What follows belongs to an exercise in optimizing a design on an open flow for small area, a short achievable clock period and few clock cycles per item; a production flow would make more cautious choices.

// subtitle_pixel_src_over_blend_unit
module subtitle_pixel_src_over_blend_unit #(
  parameter int unsigned MaxCanvasDim = spsob_pkg::MaxCanvasDim
) (
  input  wire logic              clk_i,
  input  wire logic              rst_ni,
  input  wire logic              start,
  output logic                   busy,
  input  wire logic [103:0]      req_i,
  output logic                   done_o,
  output logic [56:0]            res_o,
  input  wire logic              cfg_valid_i,
  output logic                   cfg_ready_o,
  input  wire logic              cfg_index_i,
  input  wire logic [12:0]       cfg_data_i
);
  localparam int unsigned NStg = 7;
  logic [15:0] pos_x, pos_y;
  logic [7:0]  cov, src_t, dst_a;
  logic [23:0] src_c, dst_c;
  assign pos_x = req_i[103:88];
  assign pos_y = req_i[87:72];
  assign cov   = req_i[71:64];
  assign src_c = req_i[63:40];
  assign src_t = req_i[39:32];
  assign dst_a = req_i[31:24];
  assign dst_c = req_i[23:0];
  assign busy        = 1'b0;
  assign cfg_ready_o = 1'b1;
  logic [12:0] wid_q, hgt_q, cfg_clamped;
  assign cfg_clamped = (cfg_data_i > 13'(MaxCanvasDim)) ? 13'(MaxCanvasDim) : cfg_data_i;
  always_ff @(posedge clk_i or negedge rst_ni) begin
    if (!rst_ni) begin
      wid_q <= '0;
      hgt_q <= '0;
    end else if (cfg_valid_i) begin
      if (cfg_index_i == spsob_pkg::CfgIdxWidth) wid_q <= cfg_clamped;
      else                                      hgt_q <= cfg_clamped;
    end
  end
  logic [NStg-1:0] vld_q;
  always_ff @(posedge clk_i or negedge rst_ni) begin
    if (!rst_ni) vld_q <= '0;
    else         vld_q <= {vld_q[NStg-2:0], start};
  end
  assign done_o = vld_q[NStg-1];
  logic        on1_q;
  logic [11:0] px1_q, py1_q;
  logic [12:0] w1_q;
  logic [7:0]  cov1_q, it1_q, da1_q;
  logic [23:0] s1_q, d1_q;
  logic        on1_d;
  assign on1_d = (pos_x[15:12] == 4'd0) && (pos_y[15:12] == 4'd0) &&
  ...
export LEC_CHECK = 0
export CAP_MARGIN = 20
export CORE_MARGIN = 2
export CORE_UTILIZATION = 40
export SLEW_MARGIN = 20
create_clock -name core_clock -period 24.0 [get_ports {clk_i}]
standard.sh (not shown) runs the stock make flow with config.mk's settings and CLKGATE_MAP_FILE= SYNTH_SCRIPT=/design/flow/synth_recipe.tcl, a recipe that flattens the netlist after the stock synthesis.
==> flow/flow/run.sh <==
#!/bin/bash
# Standard layout flow with these changes:
#  - synthesis runs Yosys's synth with -noabc (the final ABC mapping still runs), so the
#    hand-built adder trees reach the full-adder extraction as written;
#  - port buffers are sky130_fd_sc_hd__buf_2 (every port is still buffered);
#  - larger clock-tree sink clusters;
#  - timing repair aims for SETUP_SLACK_MARGIN ns of setup slack.
set -euo pipefail
sed '1s/yosys synth -nofsm -noshare /yosys synth -nofsm -noshare -noabc /' synth_recipe.tcl > synth_noabc.tcl
grep -q -- '-noabc' synth_noabc.tcl
bash standard.sh SYNTH_SCRIPT="$PWD/synth_noabc.tcl" SETUP_SLACK_MARGIN=17.8 \
  "BUFFER_PORTS_ARGS=-buffer_cell sky130_fd_sc_hd__buf_2" \
  CTS_CLUSTER_SIZE=24 CTS_CLUSTER_DIAMETER=120 CORE_UTILIZATION=60 \
  finish > make_finish.log 2>&1
The starting point ran to the end with no violations.
Change:
--- a/flow/flow/run.sh
+++ b/flow/flow/run.sh
@@ -10,5 +10,5 @@
 grep -q -- '-noabc' synth_noabc.tcl
-bash standard.sh SYNTH_SCRIPT="$PWD/synth_noabc.tcl" SETUP_SLACK_MARGIN=17.8 \
+bash standard.sh SYNTH_SCRIPT="$PWD/synth_noabc.tcl" SETUP_SLACK_MARGIN=17.6 \
   "BUFFER_PORTS_ARGS=-buffer_cell sky130_fd_sc_hd__buf_2" \
-  CTS_CLUSTER_SIZE=24 CTS_CLUSTER_DIAMETER=120 CORE_UTILIZATION=60 \
+  CTS_CLUSTER_SIZE=24 CTS_CLUSTER_DIAMETER=120 CORE_UTILIZATION=50 \
   finish > make_finish.log 2>&1
Outcome: The changed run passed the timing, design-rule and antenna checks; via count goes down by 2.4%; register-to-register slack stays flat; maximum frequency stays flat.
Change:
--- a/flow/flow/run.sh
+++ b/flow/flow/run.sh
@@ -12,3 +12,3 @@
   "BUFFER_PORTS_ARGS=-buffer_cell sky130_fd_sc_hd__buf_2" \
-  CTS_CLUSTER_SIZE=24 CTS_CLUSTER_DIAMETER=120 CORE_UTILIZATION=50 \
+  CTS_CLUSTER_SIZE=24 CTS_CLUSTER_DIAMETER=120 CORE_UTILIZATION=60 \
   finish > make_finish.log 2>&1
After rerunning:
- The changed run finished with timing, DRC and antenna clean
- non-clock buffer count went up by 12
- hold slack gains 0.012 ns
- routed wire length went down by 0.61%
- utilization went up by 10 points
- setup slack loses 0.098 ns
- final area went down by 0.64%
- clock skew went up by 0.0072 ns
Function was not checked in any run of this note: the RTL went through the layout flow alone.

## re-timing with driven ports
No port has a modelled driver above. Below, the same layouts with a new extraction and two added sets of constraints. Step 1 assumes that a clkbuf_16 drives the clock port and a buf_2 every other input. Step 2 also shifts input and output timing later by t, the mid clock arrival at the registers, as if the neighbouring blocks saw the same clock. Slacks: ideal ports / drivers / drivers and shift; pairs: ideal ports / drivers.
run | shift t [ns] | setup WS [ns] | hold WS [ns]
the first run | 0.649 | 17.723 / 17.723 / 17.278 | 0.320 / 0.320 / 0.320
the second run | 0.672 | 17.737 / 17.737 / 17.228 | 0.314 / 0.314 / 0.314
the third run | 0.647 | 17.640 / 17.640 / 17.227 | 0.326 / 0.326 / 0.326
After both steps every run listed still meets setup and hold. The setup slack of the second run, which loses most, moves by 0.000 ns with the drivers and by -0.509 ns with both steps.
